What follows belongs to an exercise in optimizing a design on an open flow for small area; a production flow would make more cautious choices.
In this exercise RTL edits were held to simulation tests only and were not proved equivalent to the original.
Power is estimated from default activity; no workload was simulated.

--- run.sh ---
#!/bin/bash
# synth_recipe.tcl (not shown) runs the flow's synth.tcl, then flattens the netlist and writes it again
# the make line also repeats each setting of config.mk as NAME=value (left out here)
make -C /OpenROAD-flow-scripts/flow DESIGN_CONFIG=/design/flow/config.mk WORK_HOME=/design/flow/orfs CLKGATE_MAP_FILE= SYNTH_SCRIPT=/design/flow/synth_recipe.tcl finish
--- config.mk ---
export PLATFORM = sky130hd
export DESIGN_NAME = syscall_regfile
export DESIGN_NICKNAME = syscall_regfile
export VERILOG_FILES = /design/flow/design.v
export SDC_FILE = /design/flow/constraint.sdc
export NUM_CORES = 4
export LEC_CHECK = 0
export CAP_MARGIN = 20
export CORE_MARGIN = 2
export CORE_UTILIZATION = 55
export SLEW_MARGIN = 20
export SYNTH_HIERARCHICAL = 1
--- constraint.sdc ---
create_clock -name core_clock -period 8.0 [get_ports {clk}]
set_input_delay 1.6000 -clock core_clock [delete_from_list [all_inputs] [get_ports {clk}]]
set_output_delay 1.6000 -clock core_clock [all_outputs]
set_load 0.01 [all_outputs]
--- design.v ---
package syscall_pkg;
  localparam int SYS_PRINT = 1;
  localparam int SYS_READ  = 5;
  localparam int SYS_EXIT  = 10;
  localparam int SYS_TEST  = 11;
  localparam int LED_READ  = 7;
  localparam int LED_TEST  = 1;
  localparam int LED_HALT  = 0;
endpackage
module rf_aoi222 (
  input  logic a_sel,
  input  logic a_dat,
  input  logic b_sel,
  input  logic b_dat,
  input  logic c_sel,
  input  logic c_dat,
  output logic y_n
);
  assign y_n = !((a_sel && a_dat) || (b_sel && b_dat) || (c_sel && c_dat));
endmodule
module rf_read_port #(
  parameter int XLEN  = 32,
  parameter int NREGS = 32
) (
  input  logic [NREGS-1:0]           i_sel,
  input  logic [NREGS-1:0][XLEN-1:0] i_rows,
  output logic [XLEN-1:0]            o_data
);
  localparam int NGRP = (NREGS - 1) / 3;          
  localparam int NREM = (NREGS - 1) - 3 * NGRP;   
  for (genvar b = 0; b < XLEN; b++) begin : g_bit
    logic [NGRP+NREM-1:0] w_term_n;
    for (genvar g = 0; g < NGRP; g++) begin : g_grp
      rf_aoi222 u_aoi (
        .a_sel(i_sel[3*g+1]), .a_dat(i_rows[3*g+1][b]),
        .b_sel(i_sel[3*g+2]), .b_dat(i_rows[3*g+2][b]),
        .c_sel(i_sel[3*g+3]), .c_dat(i_rows[3*g+3][b]),
        .y_n  (w_term_n[g])
      );
    end
    for (genvar r = 0; r < NREM; r++) begin : g_rem
      assign w_term_n[NGRP+r] = !(i_sel[3*NGRP+1+r] && i_rows[3*NGRP+1+r][b]);
    end
    assign o_data[b] = !(&w_term_n);
  end
endmodule
module syscall_regfile #(
  parameter int XLEN   = 32,
  parameter int NREGS  = 32,
  parameter int NUM_RD = 2,
  parameter int A0_IDX = 10,
  parameter int A7_IDX = 17,
  parameter int BYPASS = 0,
  localparam int AW    = $clog2(NREGS)
) (
  input  logic                   clk,
  input  logic                   reset,
  input  logic [NUM_RD*AW-1:0]   rs,
  output logic [NUM_RD*XLEN-1:0] rd_data,
  input  logic [AW-1:0]          rd,
  input  logic [XLEN-1:0]        wr_data,
  input  logic                   reg_write,
  input  logic                   ecall,
  input  logic [XLEN-1:0]        test_case,
  input  logic [XLEN-1:0]        io_in_data,
  input  logic                   io_in_valid,
  output logic                   io_in_ready,
  output logic [XLEN-1:0]        io_out_data,
  output logic                   io_out_valid,
  input  logic                   io_out_ready,
  output logic                   stall,
  output logic                   halted,
  output logic [7:0]             led_out
);
  logic [NREGS-1:0][XLEN-1:0] r_regs;
  logic [NREGS-1:0]           r_valid;
  logic            r_wait_in;
  logic            r_wait_out;
  logic            r_halt;
  logic [XLEN-1:0] r_out_data;
  logic            r_led_read;
  logic            r_led_test;
  logic             w_idle;
  logic             w_idle_ecall;
  logic             w_a7_hi_zero;
  logic             w_is_print;
  logic             w_is_read;
  logic             w_is_exit;
  logic             w_is_test;
  logic             w_norm_we;
  logic             w_test_we;
  logic             w_in_we;
  logic             w_go_out;
  logic             w_n_wait_in;
  logic             w_n_wait_out;
  logic [NREGS-1:0] w_we;
  logic [NREGS-1:0] w_valid;
  logic [XLEN-1:0]  w_a0_wdata;
  logic [XLEN-1:0]  w_a0;
  logic [XLEN-1:0]  w_a7;
  assign w_a0 = r_regs[A0_IDX];
  assign w_a7 = r_regs[A7_IDX];
  assign w_idle       = !(r_wait_in || r_wait_out || r_halt);
  assign w_idle_ecall = w_idle && ecall;
  assign w_a7_hi_zero = (w_a7[XLEN-1:4] == '0) && w_valid[A7_IDX];
  assign w_is_print   = w_a7_hi_zero && (w_a7[3:0] == 4'(syscall_pkg::SYS_PRINT));
  assign w_is_read    = w_a7_hi_zero && (w_a7[3:0] == 4'(syscall_pkg::SYS_READ));
  assign w_is_exit    = w_a7_hi_zero && (w_a7[3:0] == 4'(syscall_pkg::SYS_EXIT));
  assign w_is_test    = w_a7_hi_zero && (w_a7[3:0] == 4'(syscall_pkg::SYS_TEST));
  assign w_norm_we = w_idle && !ecall && reg_write;
  assign w_test_we = w_idle_ecall && w_is_test;
  assign w_in_we   = r_wait_in && io_in_valid;
  always_comb begin
    for (int i = 0; i < NREGS; i++)
      w_we[i] = w_norm_we && (rd == AW'(i)) && (i != 0);
    w_we[A0_IDX] = w_we[A0_IDX] || w_test_we || w_in_we;
  end
  assign w_a0_wdata = ({XLEN{w_norm_we}} & wr_data) |
                      ({XLEN{w_test_we}} & test_case) |
                      ({XLEN{w_in_we}}   & io_in_data);
  for (genvar i = 1; i < NREGS; i++) begin : g_row
    if (i == A0_IDX) begin : g_a0
      always_ff @(posedge clk or negedge reset) begin
        if (!reset)       r_regs[i] <= '0;
        else if (w_we[i]) r_regs[i] <= w_a0_wdata;
      end
      assign w_valid[i] = 1'b1;
    end else begin : g_plain
      always_ff @(posedge clk) begin
        if (w_we[i]) r_regs[i] <= wr_data;
      end
      always_ff @(posedge clk or negedge reset) begin
        if (!reset)       r_valid[i] <= 1'b0;
        else if (w_we[i]) r_valid[i] <= 1'b1;
      end
      assign w_valid[i] = r_valid[i];
    end
  end
  assign w_valid[0] = 1'b0;
  for (genvar k = 0; k < NUM_RD; k++) begin : g_rd
    logic [NREGS-1:0] w_sel;
    for (genvar i = 0; i < NREGS; i++) begin : g_sel
      assign w_sel[i] = (rs[k*AW +: AW] == AW'(i)) && w_valid[i];
    end
    rf_read_port #(
      .XLEN (XLEN),
      .NREGS(NREGS)
    ) u_port (
      .i_sel (w_sel),
      .i_rows(r_regs),
      .o_data(rd_data[k*XLEN +: XLEN])
    );
  end
  assign w_go_out     = w_idle_ecall && w_is_print;
  assign w_n_wait_out = w_go_out || (r_wait_out && !io_out_ready);
  assign w_n_wait_in  = (w_idle_ecall && w_is_read) || (r_wait_in && !io_in_valid);
  always_ff @(posedge clk or negedge reset) begin
    if (!reset) begin
      r_wait_in  <= 1'b0;
      r_wait_out <= 1'b0;
      r_halt     <= 1'b0;
      r_led_read <= 1'b0;
      r_led_test <= 1'b0;
    end else begin
      r_wait_in  <= w_n_wait_in;
      r_wait_out <= w_n_wait_out;
      r_halt     <= r_halt || (w_idle_ecall && w_is_exit);
      r_led_read <= w_in_we;
      r_led_test <= w_test_we;
    end
  end
  always_ff @(posedge clk or negedge reset) begin
    if (!reset)        r_out_data <= '0;
    else if (w_go_out) r_out_data <= w_a0;
  end
  assign stall = w_n_wait_in || w_n_wait_out || r_halt;
  assign io_in_ready  = r_wait_in;
  assign io_out_valid = r_wait_out;
  assign io_out_data  = r_out_data;
  assign halted       = r_halt;
  always_comb begin
    led_out                        = '0;
    led_out[syscall_pkg::LED_READ] = r_led_read;
    led_out[syscall_pkg::LED_TEST] = r_led_test;
    led_out[syscall_pkg::LED_HALT] = r_halt;
  end
endmodule
==> Flow_metrics.wiki, run 1 <==
{| class="wikitable"
! Metric !! Value
|-
| Num CTS Buffers || 107
|-
| Reg clk slew, reported paths || 0.06 ns
|-
| Cell-by-cell listing of the critical path || clkdlybuf4s50_1, nor3b_1, and3_1, buf_4, a222oi_1, nand4_1, a2111o_1, clkdlybuf4s50_1
|-
| Most utilized layer in the global route result || met2
|-
| Count of inserted antenna diode cells || 0
|-
| Minimum period implied by the final worst setup slack || 7.06 ns
|-
| Critical path startpoint category || input pin
|-
| Crit-path max cell delay || 0.97 ns
|-
| # Max-Cap Violations || 0
|-
| H-tree levels || 3
|-
| Routed WL || between 150,000 and 200,000 um
|-
| Wire length of the first global-routing pass || 222,000 um
|-
| Final cell area excluding filler cells || about 0.05 mm2
|-
| Combinational power share || under 10%
|-
| Pwr/cell area || between 200 and 250 mW/mm2
|-
| Critical-path maximum fanout || 11
|-
| Post-synthesis register bit count || about 1,100
|-
| Total grt overflow || 0
|-
| Clock insertion delay at the later pin of the skew report || about 0.69 ns
|-
| Switching part of the total || between 20% and 30%
|-
| Avg Cell Area, Syn || 18.2 um2
|-
| Net switching component of the power || 0.00229 W
|-
| Vias in the first global route || between 30,000 and 40,000
|-
| Final total negative setup slack || 0 ns
|-
| Slew of the pin with the lowest slew margin || 1.12 ns
|-
| Met3 Track Usage GR || 10.6%
|-
| Timing-limited maximum frequency || 142 MHz
|-
| Number of input and output port buffers inserted || 219
|-
| Sinks on Clock Net || 1,059
|-
| Tot GR Track Use || 40.1%
|-
| Initial DRT Pass Iterations || 14
|-
| Routed length per placed instance || 41.9 um
|-
| Proportion of layout cells with a drive suffix above 1 || 14.5%
|-
| Die width || 280 um
|-
| Filler instances || between 5,000 and 6,000
|-
| Maximum number of pins on one net before global-route repair || between 60 and 70
|-
| Root buffer cell || clkbuf_16
|-
| Ratio of final minimum period to clock period || 88.2%
|-
| Commonest cells after routing, fill and taps aside || edfxtp_1 (960), a222oi_1 (672), clkdlybuf4s50_1 (205), nand4_1 (131), buf_4 (128)
|-
| # DRC || 0
|-
| Count of endpoints failing hold in the final timing report || 0
|-
| Synthesized instance count || 2,315
|-
| Fin nets || 2,864
|-
| Max_slew headroom || 25.3%
|-
| Share of the synthesized area in the top cell type || 68.6%
|-
| Category of the critical setup timing path || in2out
|-
| Fraction of power consumed by sequential logic || 53.3%
|-
| Starting DRC count in detailed routing || 7,823
|-
| Number of antenna violations at the first check in global routing || 1
|-
| CTS tree || yes
|-
| Post-synthesis instance area || 0.0420 mm2
|-
| Number of standard-cell rows in the floorplan || 101
|-
| Number of placed cells counting well taps || 3,616
|-
| CTS Buffer Depth || 3
|-
| Die Footprint || 0.0786 mm2
|-
| Vias || around 31,000
|-
| Hold depth || 1
|-
| Remaining antenna violation count || 0
|-
| Boundary pin count || 225
|-
| Type of the worst min-delay path || reg2reg
|-
| Vertical die dimension || between 200 and 300 um
|-
| Final setup viols || 0
|-
| Instance area after placement || 0.0465 mm2
|-
| Unrepaired setup endpoints after global routing || no
|-
| Worst clock skew on the final layout || 0.0140 ns
|-
| Number of unique standard cell types used by synthesis || 37
|-
| Met2 global-route usage || 60.6%
|-
| Run status || complete, no violations
|-
| GPL Wtd Cong || 1.01
|-
| Share of power burned in the clock network || 44.7%
|-
| Register area share after synthesis || 74.5%
|-
| Internal Power || ~0.0090 W
|-
| Main area contributors after synthesis || edfxtp_1 (69%), a222oi_1 (16%), dfrtp_1 (5.9%)
|-
| Tot Pwr || 0.0113 W
|-
| Crit path top cell by count || clkdlybuf4s50_1
|-
| Quantity of gates resized following cts || 0
|-
| Total of warnings raised by yosys || 71
|-
| HPWL Detailed || a little over 90,000 um
|-
| Most area-hungry cell type in the Yosys netlist || edfxtp_1
|-
| Most common cell after layout, fill and taps aside || edfxtp_1
|-
| Lkg Pwr || 17.1 nW
|-
| Peak VDD IR || roughly 190 uV
|-
| Area growth from synthesis to layout || 19.1%
|-
| Arrival time at the worst endpoint || 5.46 ns
|-
| Critical path data required time || 6.40 ns
|-
| Global routing usage on met1 || 52.7%
|-
| Number of non-filler instances in the completed layout || 3,820
|-
| Cts hold-fix bufs || 0
|-
| Post-CTS Setup Repair Bufs || 0
|-
| Via density per instance || 8.23
|-
| Count of final max-slew check failures || 0
|-
| Worst setup EP type || output pin
|-
| Count of cells along the worst register-to-register path || 5
|-
| Core Region || 0.0758 mm2
|-
| Initial Util || between 50% and 60%
|-
| Worst Hold Margin || about 0.48 ns
|-
| Worst path slowest cell || and3_1
|}
per-layer routing:
layer	share of wire, %	up-vias
met5	0.0081	-
li1	-	12200
met1	33	15700
met2	45	3034
met3	15	531
met4	6.5	2
logic make-up (layout without fill, tap and decap cells):
kind of cell / after synthesis / count (layout) / share of synthesized area (%)
mux: 64 / 64 / 1.62
buf+inv: 69 / 592 / 0.872
compound gates: 739 / 739 / 17.8
other cells: 1 / 5 / 0.00892
flops: 1059 / 1059 / 74.5
simple gates: 383 / 383 / 5.18
per-module statistics from Yosys (local to each module, per instance), excerpt:
module	cells	copies in the design	flops+latches	cell area, um2
rf_aoi222	1	640	0	10.0
syscall_regfile	1413	1	1059	33800
path summary, 6_finish.rpt:
path	from	slack, ns	end
worst min-delay path	r_valid[26]$_DFFE_PN0P_	0.48	r_valid[26]$_DFFE_PN0P_
worst max register to register	r_wait_in$_DFF_PN0_	4.35	r_regs[842]$_DFFE_PP_
worst min register to register	r_valid[26]$_DFFE_PN0P_	0.48	r_valid[26]$_DFFE_PN0P_
max in group asynchronous	reset	5.86	r_regs[343]$_DFFE_PN0P_
min in group asynchronous	reset	0.89	r_valid[25]$_DFFE_PN0P_
worst max-delay path	rs[3]	0.94	rd_data[4]
cell type report:
class / count / area, um2 / area share [%]
Tap cell: 978 / 1220 / 2.44
Clock buffer: 141 / 2960 / 5.91
Sequential cell: 1059 / 31300 / 62.5
Multi-Input combinational cell: 1191 / 10600 / 21.2
Timing Repair Buffer: 353 / 3230 / 6.44
Clock inverter: 63 / 593 / 1.18
Inverter: 35 / 131 / 0.262
flip-flops by register name, indices dropped and copies added (netlist names):
register and flops:
r_halt 1, r_wait_in 1, r_out_data 32, r_led_read 1
r_valid 30, r_wait_out 1, r_led_test 1, r_regs 992
through the flow:
step | setup slack, ns | util [%]
final | 0.940 | 66.0
after global routing | 1.02 | 66.0
after CTS | 1.19 | 66.1
after detailed placement | 1.20 | 61.4
after global placement | 1.20 | 61.4
after floorplan | 1.64 | -
synthesized netlist by cell type, drive strengths merged:
library cell / instances
and4: 4
buf: 25
nand3b: 5
nor3b: 5
nand3: 3
nor4: 7
or4: 1
mux2: 32
nand2: 71
and3: 58
o41ai: 1
a2111o: 64
a21o: 1
o221ai: 1
mux2i: 32
and2: 3
nand4: 131
nor3: 6
nor2: 38
nor4b: 1
edfxtp: 960
or3b: 3
dfrtp: 99
inv: 35
nor2b: 10
clkbuf: 9
a222oi: 672
conb: 1
and3b: 4
or2: 31
or3: 2
critical path, delay by kind of cell:
kind | cells | cell delay (ns)
buffers and inverters | 3 | 1.54
AOI/OAI and AO/OA | 2 | 0.40
and+or+nand+nor | 3 | 1.90
power by group through the flow:
stage | Sequential (W) | Combinational [W] | Clock (W)
floorplan | 0.00615 | 0.0000295 | 0
global placement | 0.00615 | 0.000220 | 0
detailed placement | 0.00615 | 0.000225 | 0
CTS | 0.00603 | 0.000226 | 0.00508
global route | 0.00603 | 0.000236 | 0.00529
finish | 0.00603 | 0.000226 | 0.00506
==> inputs of run 2 (changes only) <==
==> flow/run.sh (new file) <==
#!/bin/bash
# Own layout flow: the standard ORFS flow (standard.sh, unchanged
# synthesis), with two layout choices changed through ORFS's own variables:
#  - port buffers use the smallest buffer, sky130_fd_sc_hd__buf_1;
#  - clock tree synthesis inserts no dummy loads and builds the tree from
#    the small clock buffers in CTS_BUF_LIST.
# Every port still gets its buffer and the clock reaches every register
# through the buffered tree. All tool output is kept in ./logs_flow/ and in
# ORFS's own logs under ./orfs/logs/.
set -euo pipefail
mkdir -p logs_flow
export BUFFER_PORTS_ARGS="-buffer_cell sky130_fd_sc_hd__buf_1"
export CTS_ARGS="-sink_clustering_enable -repair_clock_nets -dont_use_dummy_load -buf_list {sky130_fd_sc_hd__clkbuf_4 sky130_fd_sc_hd__clkbuf_8}"
bash standard.sh > logs_flow/standard.log 2>&1
==> standard.sh (new file) <==
#!/bin/bash
# synth_recipe.tcl (not shown) runs the flow's synth.tcl, then flattens the netlist and writes it again
# the make line also repeats each setting of config.mk as NAME=value (left out here)
make -C /OpenROAD-flow-scripts/flow DESIGN_CONFIG=/design/flow/config.mk WORK_HOME=/design/flow/orfs CLKGATE_MAP_FILE= SYNTH_SCRIPT=/design/flow/synth_recipe.tcl "${@:-finish}"
--- a/config.mk
+++ b/config.mk
@@ -8,5 +8,6 @@
 export CAP_MARGIN = 20
 export CORE_MARGIN = 2
 export CORE_UTILIZATION = 55
+export CTS_BUF_LIST = sky130_fd_sc_hd__clkbuf_4 sky130_fd_sc_hd__clkbuf_8
 export SLEW_MARGIN = 20
 export SYNTH_HIERARCHICAL = 1
removed: run.sh
==> run 2 against run 1 <==
Effect of this change: first-iteration DRC count shrank 9.9%; flip-flop and latch count is the same; total power shrank 12%; wire length shrank 6.8%; global-route usage shrank 2.7 points; area after synthesis is the same; critical endpoint is now rd_data[14]; clock-buffer cell count grew 30; critical path depth is the same; worst setup slack gained 0.73 ns.
==> Flow_metrics.wiki, run 2 <==
{| class="wikitable"
! Metric !! Value
|-
| Via density per instance || 8.08 (-1.8%)
|-
| Commonest cells post-synth || edfxtp_1 (960), a222oi_1 (672), nand4_1 (131)
|-
| Die Footprint || 0.0786 mm2 (unchanged)
|-
| # DRC || 0 (unchanged)
|-
| HPWL Detailed || 89,900 um (-2.7%)
|-
| Switching part of the total || 20.3% (+0.11 points)
|-
| Arrival time at the worst endpoint || 4.73 ns (-0.73 ns)
|-
| Start point of the worst hold path || r_valid[6]$_DFFE_PN0P_
|-
| Share of the synthesized area in the top cell type || 68.6% (unchanged)
|-
| CTS tree || yes
|-
| Sinks on Clock Net || 1,059 (unchanged)
|-
| Pwr/cell area || 210 mW/mm2 (-7.3%)
|-
| Clock insertion delay at the later pin of the skew report || 0.84 ns (+0.15 ns)
|-
| Share of power burned in the clock network || 37.6% (-7.1 points)
|-
| Number of input and output port buffers inserted || 219 (unchanged)
|-
| Number of unique standard cell types used by synthesis || 37 (unchanged)
|-
| Crit-path max cell delay || 1.00 ns (+0.03 ns)
|-
| Peak VDD IR || 130 uV (-33%)
|-
| Filler instances || 5,598 (+6.4%)
|-
| Critical path startpoint category || input pin
|-
| Root buffer cell || clkbuf_8
|-
| Met2 global-route usage || 57.2% (-3.4 points)
|-
| Initial DRT Pass Iterations || 13 (-1)
|-
| Routed WL || 149,000 um (-6.8%)
|-
| Commonest cells after routing, fill and taps aside || edfxtp_1 (960), a222oi_1 (672), buf_1 (217), clkbuf_8 (171), buf_4 (141)
|-
| Met3 Track Usage GR || 8.83% (-1.8 points)
|-
| CTS Buffer Depth || 3 (unchanged)
|-
| Unrepaired setup endpoints after global routing || no
|-
| Avg Cell Area, Syn || 18.2 um2 (unchanged)
|-
| Most used flip-flop cell after synthesis || edfxtp_1
|-
| Area of the multi-input gates || 0.0106 mm2 (about the same)
|-
| Number of flip-flops under the largest register name || 992 (unchanged)
|-
| # Max-Cap Violations || 0 (unchanged)
|-
| Remaining antenna violation count || 0 (unchanged)
|-
| Wire length of the first global-routing pass || 208,000 um (-6.1%)
|-
| Vias in the first global route || 29,700 (-2.1%)
|-
| Count of endpoints failing hold in the final timing report || 0 (unchanged)
|-
| Critical Path Start || rs[3]
|-
| Worst clock skew on the final layout || 0.0465 ns (+0.0325 ns)
|-
| H-tree levels || 4 (+1)
|-
| Core Region || 0.0758 mm2 (unchanged)
|-
| Routed length per placed instance || 39.3 um (-6.3%)
|-
| Fin nets || 2,938 (+2.6%)
|-
| Final total negative setup slack || 0 ns (unchanged)
|-
| Most common cell after layout, fill and taps aside || edfxtp_1
|-
| Top register by number of flip-flops || r_regs
|-
| Vertical die dimension || 280 um (unchanged)
|-
| Worst path slowest cell || and2_1
|-
| Maximum number of pins on one net before global-route repair || 60 (-3.2%)
|-
| Cell with the most instances after synthesis || edfxtp_1
|-
| GPL Wtd Cong || 0.935 (-7.0%)
|-
| Fraction of power consumed by sequential logic || 60.5% (+7.2 points)
|-
| Type of the worst min-delay path || reg2reg
|-
| FF-to-FF Start || r_wait_in$_DFF_PN0_
|-
| Register area || 0.0313 mm2 (unchanged)
|-
| Category of the critical setup timing path || in2out
|-
| Max_slew headroom || 18.5% (-6.8 points)
|-
| Worst setup EP type || output pin
|-
| Most area-hungry cell type in the Yosys netlist || edfxtp_1
|-
| Starting DRC count in detailed routing || 7,047 (-9.9%)
|-
| Vias || 30,700 (-2.3%)
|-
| Total of warnings raised by yosys || 71 (unchanged)
|-
| Post-CTS Setup Repair Bufs || 0 (unchanged)
|-
| Ratio of final minimum period to clock period || 79.2% (-9.1 points)
|-
| Total grt overflow || 0 (unchanged)
|-
| Global routing usage on met1 || 49.6% (-3.1 points)
|-
| Minimum period implied by the final worst setup slack || 6.33 ns (-0.725 ns)
|-
| Pre-CTS setup slack || 1.75 ns (+0.551 ns)
|-
| Initial Util || 55.4% (unchanged)
|-
| Register area share after synthesis || 74.5% (unchanged)
|-
| Timing-limited maximum frequency || 158 MHz (+11%)
|-
| Proportion of layout cells with a drive suffix above 1 || 15.0% (+0.54 points)
|-
| Tot GR Track Use || 37.3% (-2.7 points)
|-
| Minimum setup slack in the final design || 1.67 ns (+0.725 ns)
|-
| Synthesized instance count || 2,315 (unchanged)
|-
| Post-synthesis register bit count || 1,059 (unchanged)
|-
| Count of final max-slew check failures || 0 (unchanged)
|-
| Quantity of gates resized following cts || 0 (unchanged)
|-
| Reg clk slew, reported paths || 0.05 ns (about the same)
|-
| Net switching component of the power || 0.00203 W (-11%)
|-
| EDFF count, synth || 960 (unchanged)
|-
| Slew of the pin with the lowest slew margin || 1.22 ns (+0.101 ns)
|-
| Critical-path maximum fanout || 20 (+9)
|-
| Most utilized layer in the global route result || met2
|-
| Post-synthesis instance area || 0.0420 mm2 (unchanged)
|-
| Area growth from synthesis to layout || 13.2%
|-
| Top flop regs || r_regs (992), r_out_data (32), r_valid (30)
|-
| Run status || complete, no violations
|-
| Family of cells with the greatest summed delay on the critical path || simple AND/OR/NAND/NOR gates
|-
| Lkg Pwr || 16.1 nW (-6.0%)
|-
| Crit path top cell by count || buf_1
|-
| Share of async-settable or async-resettable flops after synthesis || 9.35% (unchanged)
|-
| Cell-by-cell listing of the critical path || buf_1, nor3b_1, and2_1, buf_4, a222oi_1, nand4_1, a2111o_1, buf_1
|-
| Critical path data required time || 6.40 ns (about the same)
|-
| Main area contributors after synthesis || edfxtp_1 (69%), a222oi_1 (16%), dfrtp_1 (5.9%)
|-
| Internal Power || 0.00795 W (-12%)
|-
| Number of standard-cell rows in the floorplan || 101 (unchanged)
|-
| Number of antenna violations at the first check in global routing || 4 (+3)
|-
| Count of buffer and inverter cells on the critical path || 3 (unchanged)
|-
| Boundary pin count || 225 (unchanged)
|-
| Cts hold-fix bufs || 0 (unchanged)
|-
| Final setup viols || 0 (unchanged)
|-
| Num CTS Buffers || 171 (+60%)
|-
| Die width || 280 um (unchanged)
|-
| Combinational power share || 1.9% (about the same)
|}
run 2: cell count changes in the layout (fill, tap and decap cells not counted), sizes merged:
cell and delta:
clkinv -41, clkbuf +31, clkinvlp -5, bufinv -10
diode +4, buf +214, inv -7, clkdlybuf4s50 -205
run 2: routing by layer:
layer / vias up / wire length, um / share of wire, %
li1: 12200 / - / -
met1: 15400 / 51400 / 34
met2: 2723 / 68700 / 46
met3: 402 / 20800 / 14
met4: 2 / 8380 / 5.6
met5: - / 12 / 0.0080
run 2: metrics by stage:
step	cell area (um2)	hold WS [ns]	util [%]	cells	power (W)
after floorplan	42000	0.446	-	2319	0.00618
final	47600	0.478	62.8	3801	0.00998
after detailed placement	45200	0.463	59.6	3623	0.00634
after global placement	45200	0.459	59.6	3623	0.00633
after global routing	47600	0.498	62.8	3798	0.0102
after CTS	47500	0.478	62.7	3794	0.0100
run 2: worst paths after layout:
path | depth (start not counted) | slack [ns] | endpoint
max | 8 | 1.67 | rd_data[14]
max reg2reg | 5 | 4.82 | r_regs[129]$_DFFE_PP_
min reg2reg | 1 | 0.48 | r_valid[6]$_DFFE_PN0P_
min | 1 | 0.48 | r_valid[6]$_DFFE_PN0P_
min in group asynchronous | 1 | 0.86 | r_valid[14]$_DFFE_PN0P_
max in group asynchronous | 2 | 5.85 | r_regs[343]$_DFFE_PN0P_
run 2: cell type report:
cell class / instances / share of cell area, %
Antenna cell: 4 / 0.0210
Tap cell: 978 / 2.57
Sequential cell: 1059 / 65.8
Clock buffer: 171 / 4.95
Timing Repair Buffer: 363 / 4.10
Inverter: 35 / 0.276
Multi-Input combinational cell: 1191 / 22.3
run 2: cells by family after synthesis:
| logic type | after synthesis | share of synthesized area (%) |
|---|---|---|
| AO/OA/AOI/OAI | 739 | 17.8 |
| buffers and inverters | 69 | 0.872 |
| other | 1 | 0.00892 |
| AND/OR/NAND/NOR | 383 | 5.18 |
| flip-flops | 1059 | 74.5 |
| multiplexers | 64 | 1.62 |
run 2: power groups by stage:
stage	Combinational [W]	Sequential (W)	Clock (W)
after floorplan	0.0000295	0.00615	0
after global placement	0.000183	0.00615	0
after detailed placement	0.000189	0.00615	0
after CTS	0.000189	0.00604	0.00379
after global routing	0.000202	0.00603	0.00400
final	0.000191	0.00604	0.00375
run 2: worst reg2reg max path, delay by kind of cell (launching register included):
kind | cells | cell delay [ns]
flops | 1 | 0.41
buf+inv | 1 | 0.46
simple gates | 4 | 1.94
run 2: Yosys stat by module (local to each module, per instance), a selection:
module	flip-flops and latches	times used	cells
syscall_regfile	1059	1	1413
rf_aoi222	0	640	1
==> inputs of run 3 (changes only) <==
==> flow/run.sh (replaced) <==
#!/bin/bash
# Own layout flow: the standard ORFS flow (standard.sh, unchanged
# synthesis), with two layout choices changed through ORFS's own variables:
#  - port buffers use the smallest buffer, sky130_fd_sc_hd__buf_1;
#  - clock tree synthesis inserts no dummy loads and builds the tree from
#    clkbuf_8 only, in clusters of up to 18 registers.
# Every port still gets its buffer and the clock reaches every register
# through the buffered tree. All tool output is kept in ./logs_flow/ and in
# ORFS's own logs under ./orfs/logs/.
set -euo pipefail
mkdir -p logs_flow
export BUFFER_PORTS_ARGS="-buffer_cell sky130_fd_sc_hd__buf_1"
export CTS_ARGS="-sink_clustering_enable -repair_clock_nets -dont_use_dummy_load -buf_list {sky130_fd_sc_hd__clkbuf_8} -sink_clustering_size 18 -sink_clustering_max_diameter 55"
bash standard.sh > logs_flow/standard.log 2>&1
--- a/config.mk
+++ b/config.mk
@@ -8,6 +8,8 @@
 export CAP_MARGIN = 20
 export CORE_MARGIN = 2
 export CORE_UTILIZATION = 55
-export CTS_BUF_LIST = sky130_fd_sc_hd__clkbuf_4 sky130_fd_sc_hd__clkbuf_8
+export CTS_BUF_LIST = sky130_fd_sc_hd__clkbuf_8
+export CTS_CLUSTER_DIAMETER = 55
+export CTS_CLUSTER_SIZE = 18
 export SLEW_MARGIN = 20
 export SYNTH_HIERARCHICAL = 1
==> run 3 against run 2 <==
Effect of this change: core utilization is 1.5 points lower; area after synthesis did not move; sequential share of layout area grew 1.6 points; worst setup slack got worse by 0.061 ns; wire length fell by 0.95%; cell area is 2.4% lower; flip-flop and latch count is the same; maximum frequency down 0.96%; die area did not move; clock power is 29% lower; clock skew grew 0.052 ns; largest power group unchanged.
==> Flow_metrics.wiki, run 3 <==
{| class="wikitable"
! Metric !! Value
|-
| Hold depth || 1 (unchanged)
|-
| Final Util || 61.2% (-1.5 points)
|-
| Root buffer cell || clkbuf_8
|-
| Final setup viols || 0 (unchanged)
|-
| Family of cells with the greatest summed delay on the critical path || simple AND/OR/NAND/NOR gates
|-
| Count of endpoints failing hold in the final timing report || 0 (unchanged)
|-
| Total grt overflow || 0 (unchanged)
|-
| Critical-path maximum fanout || 19 (-5.0%)
|-
| Switching part of the total || 20.6% (+0.30 points)
|-
| Post-CTS Setup Repair Bufs || 0 (unchanged)
|-
| Share of power burned in the clock network || 30.1% (-7.5 points)
|-
| Pwr/cell area || 191 mW/mm2 (-8.7%)
|-
| Proportion of layout cells with a drive suffix above 1 || 12.4% (-2.6 points)
|-
| Top register by number of flip-flops || r_regs
|-
| Minimum setup slack in the final design || 1.60 ns (-0.0614 ns)
|-
| Ratio of final minimum period to clock period || 79.9% (+0.77 points)
|-
| Minimum period implied by the final worst setup slack || 6.40 ns (+0.0614 ns)
|-
| Max_slew headroom || 16.1% (-2.4 points)
|-
| Cell-by-cell listing of the critical path || buf_1, nor2b_1, nor2b_1, and3_1, buf_4, a222oi_1, nand4_1, a2111o_1, buf_1
|-
| Clock insertion delay at the later pin of the skew report || 0.76 ns (-0.08 ns)
|-
| Most used flip-flop cell after synthesis || edfxtp_1
|-
| Cts hold-fix bufs || 0 (unchanged)
|-
| Category of the critical setup timing path || in2out
|-
| HPWL Detailed || 89,900 um (unchanged)
|-
| Wire length of the first global-routing pass || 206,000 um (-1.0%)
|-
| Critical path data required time || 6.40 ns (about the same)
|-
| Synth Area in Simple Gates || 5.18% (unchanged)
|-
| Number of unique standard cell types used by synthesis || 37 (unchanged)
|-
| Share of async-settable or async-resettable flops after synthesis || 9.35% (unchanged)
|-
| XOR/XNOR Fraction of Synth Area || 0% (unchanged)
|-
| Vertical die dimension || 280 um (unchanged)
|-
| Fraction of power consumed by sequential logic || 67.8% (+7.3 points)
|-
| Dominant combinational cell family by area after synthesis || compound AO/OA/AOI/OAI gates
|-
| Most area-hungry cell type in the Yosys netlist || edfxtp_1
|-
| Number of standard-cell rows in the floorplan || 101 (unchanged)
|-
| Maximum number of pins on one net before global-route repair || 60 (unchanged)
|-
| Tot GR Track Use || 36.8% (-0.51 points)
|-
| Number of input and output port buffers inserted || 219 (unchanged)
|-
| Critical Path Start || rs[0]
|-
| Synthesized-area fraction occupied by ao, oa, aoi and oai cells || 17.8% (unchanged)
|-
| CTS tree || yes
|-
| Die Footprint || 0.0786 mm2 (unchanged)
|-
| Initial Util || 55.4% (unchanged)
|-
| Worst clock skew on the final layout || 0.0980 ns (+0.0516 ns)
|-
| Number of flip-flops under the largest register name || 992 (unchanged)
|-
| Register area share after synthesis || 74.5% (unchanged)
|-
| Internal Power || 0.00706 W (-11%)
|-
| Initial DRT Pass Iterations || 14 (+1)
|-
| Vias || 30,300 (-1.3%)
|-
| Arrival time at the worst endpoint || 4.80 ns (+0.07 ns)
|-
| Worst setup EP type || output pin
|-
| Reg clk slew, reported paths || 0.07 ns (+0.02 ns)
|-
| Main area contributors after synthesis || edfxtp_1 (69%), a222oi_1 (16%), dfrtp_1 (5.9%)
|-
| Core Region || 0.0758 mm2 (unchanged)
|-
| Run status || complete, no violations
|-
| Peak VDD IR || 146 uV (+13%)
|-
| Levels on crit path || 9 (+1)
|-
| Avg Cell Area, Syn || 18.2 um2 (unchanged)
|-
| Critical path startpoint category || input pin
|-
| Starting DRC count in detailed routing || 7,623 (+8.2%)
|-
| Die width || 280 um (unchanged)
|-
| H-tree levels || 3 (-1)
|-
| # Max-Cap Violations || 0 (unchanged)
|-
| Cell with the most instances after synthesis || edfxtp_1
|-
| Net switching component of the power || 0.00183 W (-9.6%)
|-
| Sinks on Clock Net || 1,059 (unchanged)
|-
| Slack of the worst reg-to-reg path || 4.76 ns (-0.06 ns)
|-
| Vias in the first global route || 28,700 (-3.4%)
|-
| Worst path slowest cell || and3_1
|-
| Slew of the pin with the lowest slew margin || 1.26 ns (+0.0362 ns)
|-
| Fin nets || 2,855 (-2.8%)
|-
| Remaining antenna violation count || 0 (unchanged)
|-
| Setup crit end || rd_data[13]
|-
| Number of antenna violations at the first check in global routing || 3 (-1)
|-
| Count of final max-slew check failures || 0 (unchanged)
|-
| CTS Buffer Depth || 3 (unchanged)
|-
| Post-synthesis instance area || 0.0420 mm2 (unchanged)
|-
| Timing-limited maximum frequency || 156 MHz (-0.96%)
|-
| Most common cell after layout, fill and taps aside || edfxtp_1
|-
| Boundary pin count || 225 (unchanged)
|-
| Adder-Cell Fraction of Synth Area || 0% (unchanged)
|-
| GPL Wtd Cong || 0.935 (unchanged)
|-
| Lkg Pwr || 15.5 nW (-3.7%)
|-
| Crit-path max cell delay || 1.00 ns (about the same)
|-
| Top flop regs || r_regs (992), r_out_data (32), r_valid (30)
|-
| Total of warnings raised by yosys || 71 (unchanged)
|-
| FF-to-FF Start || r_regs[568]$_DFFE_PP_
|-
| Pre-CTS setup slack || 1.75 ns (unchanged)
|-
| Count of cells along the worst register-to-register path || 5 (unchanged)
|-
| # DRC || 0 (unchanged)
|-
| Via density per instance || 8.14 (+0.80%)
|-
| Area growth from synthesis to layout || 10.5%
|-
| Endpoint of the worst-slack reg-to-reg timing path || r_out_data[8]$_DFFE_PN0P_
|-
| Synthesized instance count || 2,315 (unchanged)
|-
| Final total negative setup slack || 0 ns (unchanged)
|-
| Share of cell area taken by muxes after synthesis || 1.62% (unchanged)
|-
| Tot Pwr || 0.00889 W (-11%)
|-
| Commonest cells after routing, fill and taps aside || edfxtp_1 (960), a222oi_1 (672), buf_1 (217), buf_4 (141), nand4_1 (131)
|-
| Share of the synthesized area in the top cell type || 68.6% (unchanged)
|-
| Post-synthesis register bit count || 1,059 (unchanged)
|-
| Type of the worst min-delay path || reg2reg
|-
| Unrepaired setup endpoints after global routing || no
|-
| Count of buffer and inverter cells on the critical path || 3 (unchanged)
|-
| Routed length per placed instance || 39.8 um (+1.2%)
|-
| Routed WL || 148,000 um (-0.95%)
|-
| Combinational power share || 2.2% (+0.3 points)
|-
| Commonest cells post-synth || edfxtp_1 (960), a222oi_1 (672), nand4_1 (131)
|-
| Num CTS Buffers || 89 (-48%)
|-
| Quantity of gates resized following cts || 0 (unchanged)
|-
| EDFF count, synth || 960 (unchanged)
|}
run 3: kinds of logic (layout without fill, tap and decap cells):
kind of cell    count (synthesis)  after routing
simple gates                  383            383
flops                        1059           1059
compound gates                739            739
buf+inv                        69            486
other cells                     1             11
mux                            64             64
run 3: worst min path at each step:
stage | start | end
4_1_cts | r_valid[23]$_DFFE_PN0P_ | r_valid[23]$_DFFE_PN0P_
3_5_place_dp | r_valid[12]$_DFFE_PN0P_ | r_valid[12]$_DFFE_PN0P_
5_1_grt | r_valid[6]$_DFFE_PN0P_ | r_valid[6]$_DFFE_PN0P_
2_1_floorplan | r_valid[12]$_DFFE_PN0P_ | r_valid[12]$_DFFE_PN0P_
6_report | r_valid[23]$_DFFE_PN0P_ | r_valid[23]$_DFFE_PN0P_
3_3_place_gp | r_valid[4]$_DFFE_PN0P_ | r_valid[4]$_DFFE_PN0P_
run 3: final cells by class:
cell class / count / area, um2
Inverter: 35 / 131
Antenna cell: 6 / 15.0
Multi-Input combinational cell: 1191 / 10600
Fill cell: 5686 / 29400
Sequential cell: 1059 / 31300
Clock buffer: 89 / 1220
Tap cell: 978 / 1220
Timing Repair Buffer: 362 / 1930
run 3: metal layers:
metal | GRT usage [%] | wire, um
met1 | 50.7 | 51200
met2 | 57.9 | 69100
met3 | 6.49 | 19900
met4 | 16.5 | 7560
met5 | 0 | 14
run 3: per-stage QoR:
stage	hold slack [ns]	instance area (um2)	std cells
after global routing	0.509	46400	3717
after floorplan	0.446	42000	2319
after global placement	0.459	45200	3623
after detailed placement	0.463	45200	3623
final	0.484	46400	3720
after CTS	0.484	46400	3712
run 3: Yosys stat by module, one instance, submodules excluded, a selection:
module | cells | cell area [um2] | flip-flops and latches
rf_aoi222 | 1 | 10.0 | 0
syscall_regfile | 1413 | 33800 | 1059
run 3: power by group through the flow:
stage	clock, W	combinational [W]	sequential [W]
6_report	0.00268	0.000191	0.00602
5_1_grt	0.00288	0.000202	0.00602
4_1_cts	0.00269	0.000189	0.00602
3_5_place_dp	0	0.000189	0.00615
3_3_place_gp	0	0.000183	0.00615
2_1_floorplan	0	0.0000295	0.00615
==> inputs of run 4 (changes only) <==
==> flow/run.sh (replaced) <==
#!/bin/bash
# Own layout flow: the standard ORFS flow (standard.sh, unchanged
# synthesis), with two layout choices changed through ORFS's own variables:
#  - port buffers use the smallest buffer, sky130_fd_sc_hd__buf_1;
#  - clock tree synthesis inserts no dummy loads and builds the tree from
#    clkbuf_8 only, in clusters of up to 16 registers.
# Every port still gets its buffer and the clock reaches every register
# through the buffered tree. All tool output is kept in ./logs_flow/ and in
# ORFS's own logs under ./orfs/logs/.
set -euo pipefail
mkdir -p logs_flow
export BUFFER_PORTS_ARGS="-buffer_cell sky130_fd_sc_hd__buf_1"
export CTS_ARGS="-sink_clustering_enable -repair_clock_nets -dont_use_dummy_load -buf_list {sky130_fd_sc_hd__clkbuf_8} -sink_clustering_size 16 -sink_clustering_max_diameter 80"
bash standard.sh > logs_flow/standard.log 2>&1
--- a/config.mk
+++ b/config.mk
@@ -7,9 +7,9 @@
 export LEC_CHECK = 0
 export CAP_MARGIN = 20
 export CORE_MARGIN = 2
-export CORE_UTILIZATION = 55
+export CORE_UTILIZATION = 65
 export CTS_BUF_LIST = sky130_fd_sc_hd__clkbuf_8
-export CTS_CLUSTER_DIAMETER = 55
-export CTS_CLUSTER_SIZE = 18
+export CTS_CLUSTER_DIAMETER = 80
+export CTS_CLUSTER_SIZE = 16
 export SLEW_MARGIN = 20
 export SYNTH_HIERARCHICAL = 1
==> run 4 against run 3 <==
Effect of this change: hold slack improved by 0.0038 ns; still clean on timing, DRC and antenna; via count increased by 4.8%; critical path type unchanged; largest power group unchanged; flip-flop and latch count is the same; worst setup slack gained 0.0070 ns; die area down 15%; core utilization rose by 10 points.
==> Flow_metrics.wiki, run 4 <==
{| class="wikitable"
! Metric !! Value
|-
| Run status || complete, no violations
|-
| Synthesized instance count || 2,315 (unchanged)
|-
| # DRC || 0 (unchanged)
|-
| Critical path startpoint category || input pin
|-
| Via density per instance || 8.89 (+9.2%)
|-
| Most used flip-flop cell after synthesis || edfxtp_1
|-
| Post-synthesis instance area || 0.0420 mm2 (unchanged)
|-
| FF-to-FF Start || r_wait_in$_DFF_PN0_
|-
| Boundary pin count || 225 (unchanged)
|-
| Maximum number of pins on one net before global-route repair || 64 (+6.7%)
|-
| Vias || 31,700 (+4.8%)
|-
| Commonest cells post-synth || edfxtp_1 (960), a222oi_1 (672), nand4_1 (131)
|-
| Critical-path maximum fanout || 18 (-1)
|-
| Quantity of gates resized following cts || 0 (unchanged)
|-
| Sinks on Clock Net || 1,059 (unchanged)
|-
| Reg clk slew, reported paths || 0.10 ns (+0.03 ns)
|-
| Worst Hold Margin || 0.488 ns (+0.00378 ns)
|-
| Total grt overflow || 0 (unchanged)
|-
| Worst clock skew on the final layout || 0.0436 ns (-0.0544 ns)
|-
| Remaining antenna violation count || 0 (unchanged)
|-
| Number of unique standard cell types used by synthesis || 37 (unchanged)
|-
| Register area share after synthesis || 74.5% (unchanged)
|-
| Instance area after placement || 0.0450 mm2 (-0.40%)
|-
| Post-CTS Setup Repair Bufs || 0 (unchanged)
|-
| Post-synthesis register bit count || 1,059 (unchanged)
|-
| Cell with the most instances after synthesis || edfxtp_1
|-
| Commonest cells after routing, fill and taps aside || edfxtp_1 (960), a222oi_1 (672), buf_1 (211), nand4_1 (131), buf_4 (128)
|-
| Count of cells along the worst register-to-register path || 5 (unchanged)
|-
| Vertical die dimension || 258 um (-7.9%)
|-
| Slew of the pin with the lowest slew margin || 1.21 ns (-0.0504 ns)
|-
| CTS tree || yes
|-
| Main area contributors after synthesis || edfxtp_1 (69%), a222oi_1 (16%), dfrtp_1 (5.9%)
|-
| Count of final max-slew check failures || 0 (unchanged)
|-
| Number of input and output port buffers inserted || 219 (unchanged)
|-
| Top flop regs || r_regs (992), r_out_data (32), r_valid (30)
|-
| Minimum period implied by the final worst setup slack || 6.39 ns (-0.00699 ns)
|-
| Slack of the worst reg-to-reg path || 4.53 ns (-0.23 ns)
|-
| Root buffer cell || clkbuf_8
|-
| Wire length of the first global-routing pass || 212,000 um (+2.7%)
|-
| Num CTS Buffers || 76 (-15%)
|-
| Pwr/cell area || 189 mW/mm2 (-1.3%)
|-
| Count of endpoints failing hold in the final timing report || 0 (unchanged)
|-
| Minimum setup slack in the final design || 1.61 ns (+0.00699 ns)
|-
| H-tree levels || 3 (unchanged)
|-
| Type of the worst min-delay path || reg2reg
|-
| Arrival time at the worst endpoint || 4.79 ns (about the same)
|-
| Clock insertion delay at the later pin of the skew report || 0.72 ns (-0.04 ns)
|-
| Max_slew headroom || 19.5% (+3.4 points)
|-
| GPL Wtd Cong || 1.02 (+9.4%)
|-
| Number of antenna violations at the first check in global routing || 4 (+1)
|-
| CTS Buffer Depth || 3 (unchanged)
|-
| Ratio of final minimum period to clock period || 79.9% (-0.087 points)
|-
| Vias in the first global route || 30,700 (+6.9%)
|-
| Initial Util || 65.4% (+10 points)
|-
| Endpoint of the worst-slack reg-to-reg timing path || r_regs[194]$_DFFE_PP_
|-
| Lkg Pwr || 15.4 nW (-0.81%)
|-
| Die Footprint || 0.0667 mm2 (-15%)
|-
| Peak VDD IR || 151 uV (+3.3%)
|-
| Number of non-filler instances in the completed layout || 3,570 (-4.0%)
|-
| Timing-limited maximum frequency || 157 MHz (+0.11%)
|-
| Final total negative setup slack || 0 ns (unchanged)
|-
| Fin nets || 2,830 (-0.88%)
|-
| Setup crit end || rd_data[13]
|-
| Most area-hungry cell type in the Yosys netlist || edfxtp_1
|-
| Final cell area excluding filler cells || 0.0460 mm2 (-0.86%)
|-
| Top register by number of flip-flops || r_regs
|-
| Number of standard-cell rows in the floorplan || 93 (-7.9%)
|-
| Share of the synthesized area in the top cell type || 68.6% (unchanged)
|-
| # Max-Cap Violations || 0 (unchanged)
|-
| Proportion of layout cells with a drive suffix above 1 || 11.8% (-0.62 points)
|-
| Cts hold-fix bufs || 0 (unchanged)
|-
| Unrepaired setup endpoints after global routing || no
|-
| Most common cell after layout, fill and taps aside || edfxtp_1
|-
| Tot GR Track Use || 44.8% (+8.0 points)
|-
| Filler instances || 4,155 (-27%)
|-
| Initial DRT Pass Iterations || 12 (-2)
|-
| EDFF count, synth || 960 (unchanged)
|-
| Routed WL || 152,000 um (+3.0%)
|-
| HPWL Detailed || 90,400 um (+0.58%)
|-
| Pre-CTS setup slack || 1.86 ns (+0.106 ns)
|-
| Area growth from synthesis to layout || 9.55%
|-
| Die width || 258 um (-7.9%)
|-
| Category of the critical setup timing path || in2out
|-
| Share of async-settable or async-resettable flops after synthesis || 9.35% (unchanged)
|-
| Routed length per placed instance || 42.6 um (+7.3%)
|-
| Number of flip-flops under the largest register name || 992 (unchanged)
|-
| Worst setup EP type || output pin
|-
| Avg Cell Area, Syn || 18.2 um2 (unchanged)
|-
| Critical Path Start || rs[3]
|-
| Core Region || 0.0642 mm2 (-15%)
|-
| Number of placed cells counting well taps || 3,490 (-3.7%)
|-
| Critical path data required time || 6.40 ns (about the same)
|-
| Final setup viols || 0 (unchanged)
|-
| Total of warnings raised by yosys || 71 (unchanged)
|-
| Starting DRC count in detailed routing || 8,873 (+16%)
|}
[run 4: cell counts after synthesis]
Identical to the previous run, type by type.
[run 4: per-stage QoR]
step,power [W],utilization (%)
after floorplan,0.00618,-
after global placement,0.00632,69.9
after detailed placement,0.00633,70.0
after CTS,0.00868,71.6
after global routing,0.00887,71.7
final,0.00870,71.7
[run 4: critical path, stage by stage]
cell and delay, ns:
buf_1 0.36, nor3b_1 0.49, and2_1 1.00, buf_4 0.45
a222oi_1 0.18, nand4_1 0.22, a2111o_1 0.26, buf_1 0.19
[run 4: worst min path at each step]
stage	slack [ns]	cells after the start	to	from
after floorplan	0.45	1	r_valid[12]$_DFFE_PN0P_	r_valid[12]$_DFFE_PN0P_
after global placement	0.46	1	r_valid[3]$_DFFE_PN0P_	r_valid[3]$_DFFE_PN0P_
after detailed placement	0.46	1	r_valid[2]$_DFFE_PN0P_	r_valid[2]$_DFFE_PN0P_
after CTS	0.49	1	r_valid[2]$_DFFE_PN0P_	r_valid[2]$_DFFE_PN0P_
after global routing	0.50	1	r_valid[2]$_DFFE_PN0P_	r_valid[2]$_DFFE_PN0P_
final	0.49	1	r_valid[2]$_DFFE_PN0P_	r_valid[2]$_DFFE_PN0P_
[run 4: cell type report]
cell class                 count  area, um2  share of cell area (%)
inverter                      35        131                   0.285
multi-input combinational   1191      10600                    23.0
tap                          855       1070                    2.32
antenna                        4       10.0                  0.0217
timing repair buffer         350       1860                    4.05
clock buffer                  76       1050                    2.27
sequential                  1059      31300                    68.0
[run 4: kinds of logic (layout without fill, tap and decap cells)]
kind of cell | count (synthesis) | after routing | share of synthesized area, %
DFF | 1059 | 1059 | 74.5
AOI/OAI and AO/OA | 739 | 739 | 17.8
and+or+nand+nor | 383 | 383 | 5.18
buffers and inverters | 69 | 461 | 0.872
muxes | 64 | 64 | 1.62
other | 1 | 9 | 0.00892
[run 4: power breakdown]
| group | internal (W) | total (W) | switching [W] |
|---|---|---|---|
| Combinational | 0.0000373 | 0.000185 | 0.000147 |
| Clock | 0.000856 | 0.00249 | 0.00164 |
| Sequential | 0.00602 | 0.00602 | 0 |
| Total | 0.00692 | 0.00870 | 0.00178 |
[run 4: layer usage]
layer	up-vias	global-route usage, %	share of wire, %
met5	-	0	0
met4	0	28.3	7.9
met3	699	14.4	18
met2	3661	65.5	43
met1	15400	59.0	31
li1	12000	-	-
[run 4: Yosys stat by module, one instance, submodules excluded, excerpt]
module           flops+latches  cells inside
syscall_regfile           1059          1413
rf_aoi222                    0             1
==> inputs of run 5 (changes only) <==
==> flow/run.sh (replaced) <==
#!/bin/bash
# Own layout flow: the standard ORFS flow (standard.sh, unchanged
# synthesis), with three layout choices changed through ORFS's own variables:
#  - port buffers use the smallest buffer, sky130_fd_sc_hd__buf_1;
#  - clock tree synthesis inserts no dummy loads and builds the tree from
#    clkbuf_8 only, in clusters of up to 16 registers;
#  - repair during placement buffers with buf_1 and buf_2 only
#    (flow/placement_buffers.tcl).
# Every port still gets its buffer and the clock reaches every register
# through the buffered tree. All tool output is kept in ./logs_flow/ and in
# ORFS's own logs under ./orfs/logs/.
set -euo pipefail
mkdir -p logs_flow
export BUFFER_PORTS_ARGS="-buffer_cell sky130_fd_sc_hd__buf_1"
export CTS_ARGS="-sink_clustering_enable -repair_clock_nets -dont_use_dummy_load -buf_list {sky130_fd_sc_hd__clkbuf_8} -sink_clustering_size 16 -sink_clustering_max_diameter 80"
export PRE_GLOBAL_PLACE_TCL="$PWD/flow/placement_buffers.tcl"
export PRE_RESIZE_TCL="$PWD/flow/placement_buffers.tcl"
bash standard.sh > logs_flow/standard.log 2>&1
==> flow/placement_buffers.tcl (new file) <==
# Sourced before global placement and before the post-placement resize:
# timing and design-rule repair may buffer only with buf_1 and buf_2.
set_dont_use [get_lib_cells {sky130_fd_sc_hd__buf_4 sky130_fd_sc_hd__buf_6 sky130_fd_sc_hd__buf_8 sky130_fd_sc_hd__buf_12 sky130_fd_sc_hd__buf_16 sky130_fd_sc_hd__dlygate* sky130_fd_sc_hd__clkdlybuf* sky130_fd_sc_hd__dlymetal* sky130_fd_sc_hd__bufbuf* sky130_fd_sc_hd__clkbuf_*}]
==> run 5 against run 4 <==
Effect of this change: still clean; clock power hardly changed; critical path depth unchanged; area after synthesis unchanged; register-to-register slack got worse by 1.2 ns; critical path type unchanged; critical endpoint is now rd_data[15]; largest power group unchanged.
==> Flow_metrics.wiki, run 5 <==
{| class="wikitable"
! Metric !! Value
|-
| Run status || complete, no violations
|-
| Critical path startpoint category || input pin
|-
| Reg clk slew, reported paths || 0.10 ns (about the same)
|-
| EDFF count, synth || 960 (unchanged)
|-
| Post-synthesis instance area || 0.0420 mm2 (unchanged)
|-
| Tot GR Track Use || 42.2% (-2.6 points)
|-
| Number of input and output port buffers inserted || 219 (unchanged)
|-
| Unrepaired setup endpoints after global routing || no
|-
| Routed length per placed instance || 39.6 um (-7.2%)
|-
| Total grt overflow || 0 (unchanged)
|-
| Maximum number of pins on one net before global-route repair || 29 (-55%)
|-
| Crit path top cell by count || buf_1
|-
| # Max-Cap Violations || 0 (unchanged)
|-
| Critical path data required time || 6.40 ns (about the same)
|-
| Wire length on met1 || 46,300 um (-1.9%)
|-
| Crit-path max cell delay || 0.93 ns (-0.07 ns)
|-
| Die Footprint || 0.0667 mm2 (unchanged)
|-
| CTS tree || yes
|-
| Sinks on Clock Net || 1,059 (unchanged)
|-
| Peak VDD IR || 178 uV (+18%)
|-
| Share of async-settable or async-resettable flops after synthesis || 9.35% (unchanged)
|-
| Post-synthesis register bit count || 1,059 (unchanged)
|-
| GPL Wtd Cong || 1.05 (+2.8%)
|-
| Initial DRT Pass Iterations || 12 (unchanged)
|-
| Vias || 31,300 (-1.5%)
|-
| Total of warnings raised by yosys || 71 (unchanged)
|-
| Vertical die dimension || 258 um (unchanged)
|-
| Most common cell after layout, fill and taps aside || edfxtp_1
|-
| Fraction of power consumed by sequential logic || 69.3% (about the same)
|-
| Core Region || 0.0642 mm2 (unchanged)
|-
| Count of final max-slew check failures || 0 (unchanged)
|-
| Net switching component of the power || 0.00178 W (-0.45%)
|-
| Count of endpoints failing hold in the final timing report || 0 (unchanged)
|-
| Num CTS Buffers || 76 (unchanged)
|-
| Post-CTS Setup Repair Bufs || 0 (unchanged)
|-
| Via density per instance || 8.65 (-2.8%)
|-
| Wire length of the first global-routing pass || 203,000 um (-4.3%)
|-
| Number of standard-cell rows in the floorplan || 93 (unchanged)
|-
| Timing-limited maximum frequency || 147 MHz (-6.3%)
|-
| Worst clock skew on the final layout || 0.0561 ns (+0.0124 ns)
|-
| Minimum period implied by the final worst setup slack || 6.82 ns (+0.427 ns)
|-
| Final setup viols || 0 (unchanged)
|-
| Cts hold-fix bufs || 0 (unchanged)
|-
| Switching part of the total || 20.4% (-0.067 points)
|-
| Share of power burned in the clock network || 28.5% (about the same)
|-
| Number of antenna violations at the first check in global routing || 2 (-2)
|-
| Top register by number of flip-flops || r_regs
|-
| Die width || 258 um (unchanged)
|-
| Initial Util || 65.4% (unchanged)
|-
| Number of unique standard cell types used by synthesis || 37 (unchanged)
|-
| Pwr/cell area || 190 mW/mm2 (+0.41%)
|-
| Cell-by-cell listing of the critical path || buf_1, nor3b_1, and3_1, buf_2, a222oi_1, nand4_1, a2111o_1, buf_1
|-
| Proportion of layout cells with a drive suffix above 1 || 10.2% (-1.6 points)
|-
| Final total negative setup slack || 0 ns (unchanged)
|-
| Boundary pin count || 225 (unchanged)
|-
| Slew of the pin with the lowest slew margin || 1.21 ns (+0.000438 ns)
|-
| Critical-path maximum fanout || 18 (unchanged)
|-
| Internal Power || 0.00691 W (about the same)
|-
| Synthesized instance count || 2,315 (unchanged)
|-
| Register area share after synthesis || 74.5% (unchanged)
|-
| Quantity of gates resized following cts || 0 (unchanged)
|-
| Cell with the most instances after synthesis || edfxtp_1
|-
| Clock insertion delay at the later pin of the skew report || 0.73 ns (about the same)
|-
| Worst setup EP type || output pin
|-
| Avg Cell Area, Syn || 18.2 um2 (unchanged)
|-
| CTS Buffer Depth || 3 (unchanged)
|-
| Arrival time at the worst endpoint || 5.22 ns (+0.43 ns)
|-
| HPWL Detailed || 95,000 um (+5.1%)
|-
| Starting DRC count in detailed routing || 8,772 (-1.1%)
|-
| Lkg Pwr || 15.3 nW (-0.50%)
|-
| Count of buffer and inverter cells on the critical path || 3 (unchanged)
|-
| Commonest cells after routing, fill and taps aside || edfxtp_1 (960), a222oi_1 (672), buf_1 (294), nand4_1 (131), dfrtp_1 (99)
|-
| Area growth from synthesis to layout || 8.96%
|-
| Top flop regs || r_regs (992), r_out_data (32), r_valid (30)
|-
| Uppermost metal layer occupied by signal nets || met4
|-
| Max_slew headroom || 19.4% (-0.029 points)
|-
| Fin nets || 2,878 (+1.7%)
|-
| Category of the critical setup timing path || in2out
|-
| Share of the synthesized area in the top cell type || 68.6% (unchanged)
|-
| Remaining antenna violation count || 0 (unchanged)
|-
| Most area-hungry cell type in the Yosys netlist || edfxtp_1
|-
| Routed WL || 143,000 um (-5.9%)
|-
| Root buffer cell || clkbuf_8
|-
| Type of the worst min-delay path || reg2reg
|-
| Ratio of final minimum period to clock period || 85.2% (+5.3 points)
|-
| Detail Route met3 WL || 24,100 um (-12%)
|-
| Family of cells with the greatest summed delay on the critical path || simple AND/OR/NAND/NOR gates
|-
| Tot Pwr || 0.00869 W (-0.12%)
|-
| Commonest cells post-synth || edfxtp_1 (960), a222oi_1 (672), nand4_1 (131)
|-
| Combinational power share || 2.1% (about the same)
|-
| Worst path slowest cell || and3_1
|-
| # DRC || 0 (unchanged)
|-
| Number of flip-flops under the largest register name || 992 (unchanged)
|-
| Vias in the first global route || 29,600 (-3.5%)
|-
| Main area contributors after synthesis || edfxtp_1 (69%), a222oi_1 (16%), dfrtp_1 (5.9%)
|-
| Most used flip-flop cell after synthesis || edfxtp_1
|-
| H-tree levels || 3 (unchanged)
|-
| Met2 wire len || 63,600 um (-3.4%)
|}
==> run 5: final timing paths <==
kind                                          from                 endpoint  slack (ns)  cells after the start
max in group asynchronous                    reset  r_regs[320]$_DFFE_PN0P_        5.76                      3
hold / removal             r_valid[19]$_DFFE_PN0P_  r_valid[19]$_DFFE_PN0P_        0.49                      1
hold reg to reg            r_valid[19]$_DFFE_PN0P_  r_valid[19]$_DFFE_PN0P_        0.49                      1
min in group asynchronous                    reset  r_valid[25]$_DFFE_PN0P_        0.81                      1
setup / recovery                             rs[3]              rd_data[15]        1.18                      8
setup reg to reg               r_wait_in$_DFF_PN0_    r_regs[714]$_DFFE_PP_        3.30                      5
==> run 5: modules after synthesis (local to each module, per instance), a selection <==
module	copies in the design	flip-flops and latches	cells	cell area (um2)
syscall_regfile	1	1059	1413	33800
rf_aoi222	640	0	1	10.0
==> run 5: power by group through the flow <==
| stage | Sequential [W] | Combinational (W) | Clock (W) |
|---|---|---|---|
| 5_1_grt | 0.00602 | 0.000194 | 0.00265 |
| 3_5_place_dp | 0.00615 | 0.000179 | 0 |
| 3_3_place_gp | 0.00615 | 0.000173 | 0 |
| 2_1_floorplan | 0.00615 | 0.0000295 | 0 |
| 4_1_cts | 0.00602 | 0.000178 | 0.00248 |
| 6_report | 0.00602 | 0.000185 | 0.00248 |
==> run 5: metrics by stage <==
| step | cell area, um2 | hold WS, ns | utilization (%) | instances | setup WS, ns |
|---|---|---|---|---|---|
| 6_report | 45800 | 0.491 | 71.3 | 3617 | 1.18 |
| 5_1_grt | 45800 | 0.505 | 71.3 | 3614 | 1.34 |
| 4_1_cts | 45800 | 0.486 | 71.3 | 3614 | 1.53 |
| 3_5_place_dp | 44700 | 0.463 | 69.6 | 3538 | 1.53 |
| 3_3_place_gp | 44700 | 0.460 | 69.6 | 3538 | 1.58 |
| 2_1_floorplan | 42000 | 0.446 | - | 2319 | 1.64 |
==> run 5: area by class of cell <==
class | count | area (um2)
clock buffer | 76 | 1050
timing repair buffer | 398 | 1620
inverter | 35 | 131
tap | 855 | 1070
multi-input combinational | 1191 | 10600
sequential | 1059 | 31300
antenna | 3 | 7.51
fill | 4236 | 18400
==> run 5: kinds of logic after synthesis <==
kind of cell / synth area share (%)
flops: 74.5
mux: 1.62
buf+inv: 0.872
other cells: 0.00892
compound gates: 17.8
simple gates: 5.18
==> run 5: routing by layer <==
| layer | GRT usage [%] | up-vias |
|---|---|---|
| li1 | - | 12100 |
| met1 | 58.8 | 15200 |
| met2 | 63.2 | 3483 |
| met3 | 10.0 | 490 |
| met4 | 21.9 | 0 |
| met5 | 0 | - |
==> inputs of run 6 (changes only) <==
--- a/config.mk
+++ b/config.mk
@@ -7,7 +7,7 @@
 export LEC_CHECK = 0
 export CAP_MARGIN = 20
 export CORE_MARGIN = 2
-export CORE_UTILIZATION = 65
+export CORE_UTILIZATION = 72
 export CTS_BUF_LIST = sky130_fd_sc_hd__clkbuf_8
 export CTS_CLUSTER_DIAMETER = 80
 export CTS_CLUSTER_SIZE = 16
==> run 6 against run 5 <==
Effect of this change: clock-buffer cell count unchanged; area after synthesis unchanged; maximum frequency up 0.25%; combinational power about the same; critical path type unchanged.
==> Flow_metrics.wiki, run 6 <==
{| class="wikitable"
! Metric !! Value
|-
| Run status || complete, no violations
|-
| Avg Cell Area, Syn || 18.2 um2 (unchanged)
|-
| Clock insertion delay at the later pin of the skew report || 0.73 ns (about the same)
|-
| Arrival time at the worst endpoint || 5.20 ns (-0.02 ns)
|-
| Most used flip-flop cell after synthesis || edfxtp_1
|-
| Minimum setup slack in the final design || 1.20 ns (+0.0173 ns)
|-
| Crit-path max cell delay || 0.86 ns (-0.07 ns)
|-
| Timing-limited maximum frequency || 147 MHz (+0.25%)
|-
| Top register by number of flip-flops || r_regs
|-
| Share of the synthesized area in the top cell type || 68.6% (unchanged)
|-
| Count of buffer and inverter cells on the critical path || 3 (unchanged)
|-
| Hold depth || 1 (unchanged)
|-
| Cell with the most instances after synthesis || edfxtp_1
|-
| Top flop regs || r_regs (992), r_out_data (32), r_valid (30)
|-
| Commonest cells post-synth || edfxtp_1 (960), a222oi_1 (672), nand4_1 (131)
|-
| Levels on crit path || 8 (unchanged)
|-
| Share of async-settable or async-resettable flops after synthesis || 9.35% (unchanged)
|-
| Boundary pin count || 225 (unchanged)
|-
| Starting DRC count in detailed routing || 9,563 (+9.0%)
|-
| Most area-hungry cell type in the Yosys netlist || edfxtp_1
|-
| Proportion of layout cells with a drive suffix above 1 || 10.3% (+0.10 points)
|-
| Remaining antenna violation count || 0 (unchanged)
|-
| Unrepaired setup endpoints after global routing || no
|-
| Cell-by-cell listing of the critical path || buf_1, nor3b_1, and3_1, buf_1, a222oi_1, nand4_1, a2111o_1, buf_1
|-
| Number of standard-cell rows in the floorplan || 88 (-5.4%)
|-
| Vertical die dimension || 246 um (-4.9%)
|-
| Final total negative setup slack || 0 ns (unchanged)
|-
| Number of flip-flops under the largest register name || 992 (unchanged)
|-
| Minimum period implied by the final worst setup slack || 6.80 ns (-0.0173 ns)
|-
| Post-CTS Setup Repair Bufs || 0 (unchanged)
|-
| Area growth from synthesis to layout || 8.75%
|-
| Number of antenna violations at the first check in global routing || 4 (+2)
|-
| Most utilized layer in the global route result || met2
|-
| Most common cell after layout, fill and taps aside || edfxtp_1
|-
| Die Footprint || 0.0603 mm2 (-9.6%)
|-
| Worst path slowest cell || and3_1
|-
| Met2 global-route usage || 69.0% (+5.9 points)
|-
| Via density per instance || 9.02 (+4.4%)
|-
| Number of unique standard cell types used by synthesis || 37 (unchanged)
|-
| Category of the critical setup timing path || in2out
|-
| Synthesized instance count || 2,315 (unchanged)
|-
| Vias in the first global route || 30,100 (+1.8%)
|-
| Register area || 0.0313 mm2 (unchanged)
|-
| Tot GR Track Use || 46.9% (+4.7 points)
|-
| Ratio of final minimum period to clock period || 85.0% (-0.22 points)
|-
| CTS tree || yes
|-
| Num CTS Buffers || 76 (unchanged)
|-
| Slew of the pin with the lowest slew margin || 1.24 ns (+0.0317 ns)
|-
| EDFF count, synth || 960 (unchanged)
|-
| Filler instances || 3,178 (-25%)
|-
| Fin nets || 2,879 (+0.035%)
|-
| Count of final max-slew check failures || 0 (unchanged)
|-
| Total grt overflow || 0 (unchanged)
|-
| Crit path top cell by count || buf_1
|-
| Met3 Track Usage GR || 13.3% (+3.3 points)
|-
| Initial DRT Pass Iterations || 14 (+2)
|-
| Family of cells with the greatest summed delay on the critical path || simple AND/OR/NAND/NOR gates
|-
| Final cell area excluding filler cells || 0.0457 mm2 (-0.19%)
|-
| Routed WL || 142,000 um (-0.66%)
|-
| Routed length per placed instance || 40.3 um (+1.7%)
|-
| Global routing usage on met1 || 63.9% (+5.1 points)
|-
| Maximum number of pins on one net before global-route repair || 32 (+10%)
|-
| Critical path data required time || 6.40 ns (about the same)
|-
| Worst Hold Margin || 0.492 ns (+0.00112 ns)
|-
| Lkg Pwr || 15.3 nW (about the same)
|-
| Count of endpoints failing hold in the final timing report || 0 (unchanged)
|-
| Quantity of gates resized following cts || 0 (unchanged)
|-
| Main area contributors after synthesis || edfxtp_1 (69%), a222oi_1 (16%), dfrtp_1 (5.9%)
|-
| Total of warnings raised by yosys || 71 (unchanged)
|-
| Vias || 31,900 (+1.9%)
|-
| Sinks on Clock Net || 1,059 (unchanged)
|}
run 6: cell types whose count changed in the layout (fill, tap and decap cells not counted), sizes merged:
cell	change
buf	+3
clkbuf	-2
diode	+4
run 6: cells by family after synthesis:
kind of cell	count (synthesis)	synth area share [%]
buffers and inverters	69	0.872
flip-flops	1059	74.5
multiplexers	64	1.62
AO/OA/AOI/OAI	739	17.8
AND/OR/NAND/NOR	383	5.18
other	1	0.00892
run 6: area by class of cell:
class                      count  share of cell area, %
antenna                        7                 0.0383
clock buffer                  76                   2.29
inverter                      35                  0.287
multi-input combinational   1191                   23.2
sequential                  1059                   68.5
tap                          765                   2.09
timing repair buffer         399                   3.58
run 6: modules after synthesis, one instance, submodules excluded, excerpt:
module,copies in the design,flip-flops and latches,cells inside,area [um2]
rf_aoi222,640,0,1,10.0
syscall_regfile,1,1059,1413,33800
run 6: per-stage QoR:
step                      utilization (%)  std cells
after floorplan                         -       2319
after global placement               77.3       3447
after detailed placement             77.3       3448
after CTS                            79.2       3524
after global routing                 79.2       3526
final                                79.2       3532
run 6: final timing paths:
check	startpoint	endpoint	slack, ns
setup / recovery	rs[3]	rd_data[20]	1.20
hold / removal	r_valid[30]$_DFFE_PN0P_	r_valid[30]$_DFFE_PN0P_	0.49
setup reg to reg	r_wait_in$_DFF_PN0_	r_regs[1016]$_DFFE_PP_	3.46
hold reg to reg	r_valid[30]$_DFFE_PN0P_	r_valid[30]$_DFFE_PN0P_	0.49
max in group asynchronous	reset	r_out_data[1]$_DFFE_PN0P_	5.43
min in group asynchronous	reset	r_valid[15]$_DFFE_PN0P_	0.76
run 6: worst reg2reg max path, cell delays in order (launching register included):
cell and delay (ns):
dfrtp_1 0.43, nor3_2 0.27, and3b_1 0.75, nand3_1 0.66, buf_1 0.46, nor2_4 0.59
buf_2 0.58, buf_1 0.47
run 6: power by group:
part,total [W],switching [W],internal [W]
combinational,0.000184,0.000151,0.0000328
sequential,0.00602,0,0.00602
clock,0.00248,0.00162,0.000856
total,0.00869,0.00177,0.00691
run 6: metal layers:
layer / wire (um) / vias to the layer above / share of wire [%]
li1: - / 12100 / -
met1: 42100 / 15100 / 30
met2: 61900 / 3909 / 44
met3: 26900 / 749 / 19
met4: 11300 / 2 / 8.0
met5: 12 / - / 0.0084

## what the ideal ports hide
Ports are ideal in the flow. The routed layouts listed here were re-timed in OpenROAD.
Step 1 sets driving cells, clkbuf_16 on the clock port and buf_2 on the other inputs (assumed; they add their load-dependent delay and slew).
Step 2, shift: input delay + t, output delay - t, t = (earliest + latest rising clock arrival at the registers) / 2. This alone moves slack from input paths to output paths.
Three values: ideal, step 1, step 2; two values: the first two.
| run | shift t [ns] | setup slack, ns |
|---|---|---|
| run 1 | 0.748 | 0.940 / 0.911 / 0.911 |
| run 2 | 0.858 | 1.666 / 1.636 / 1.636 |
| run 3 | 0.764 | 1.604 / 1.571 / 1.571 |
| run 4 | 0.772 | 1.611 / 1.585 / 1.585 |
| run 5 | 0.769 | 1.184 / 1.164 / 1.164 |
| run 6 | 0.764 | 1.201 / 1.173 / 1.173 |
After both steps every run listed still meets setup and hold.
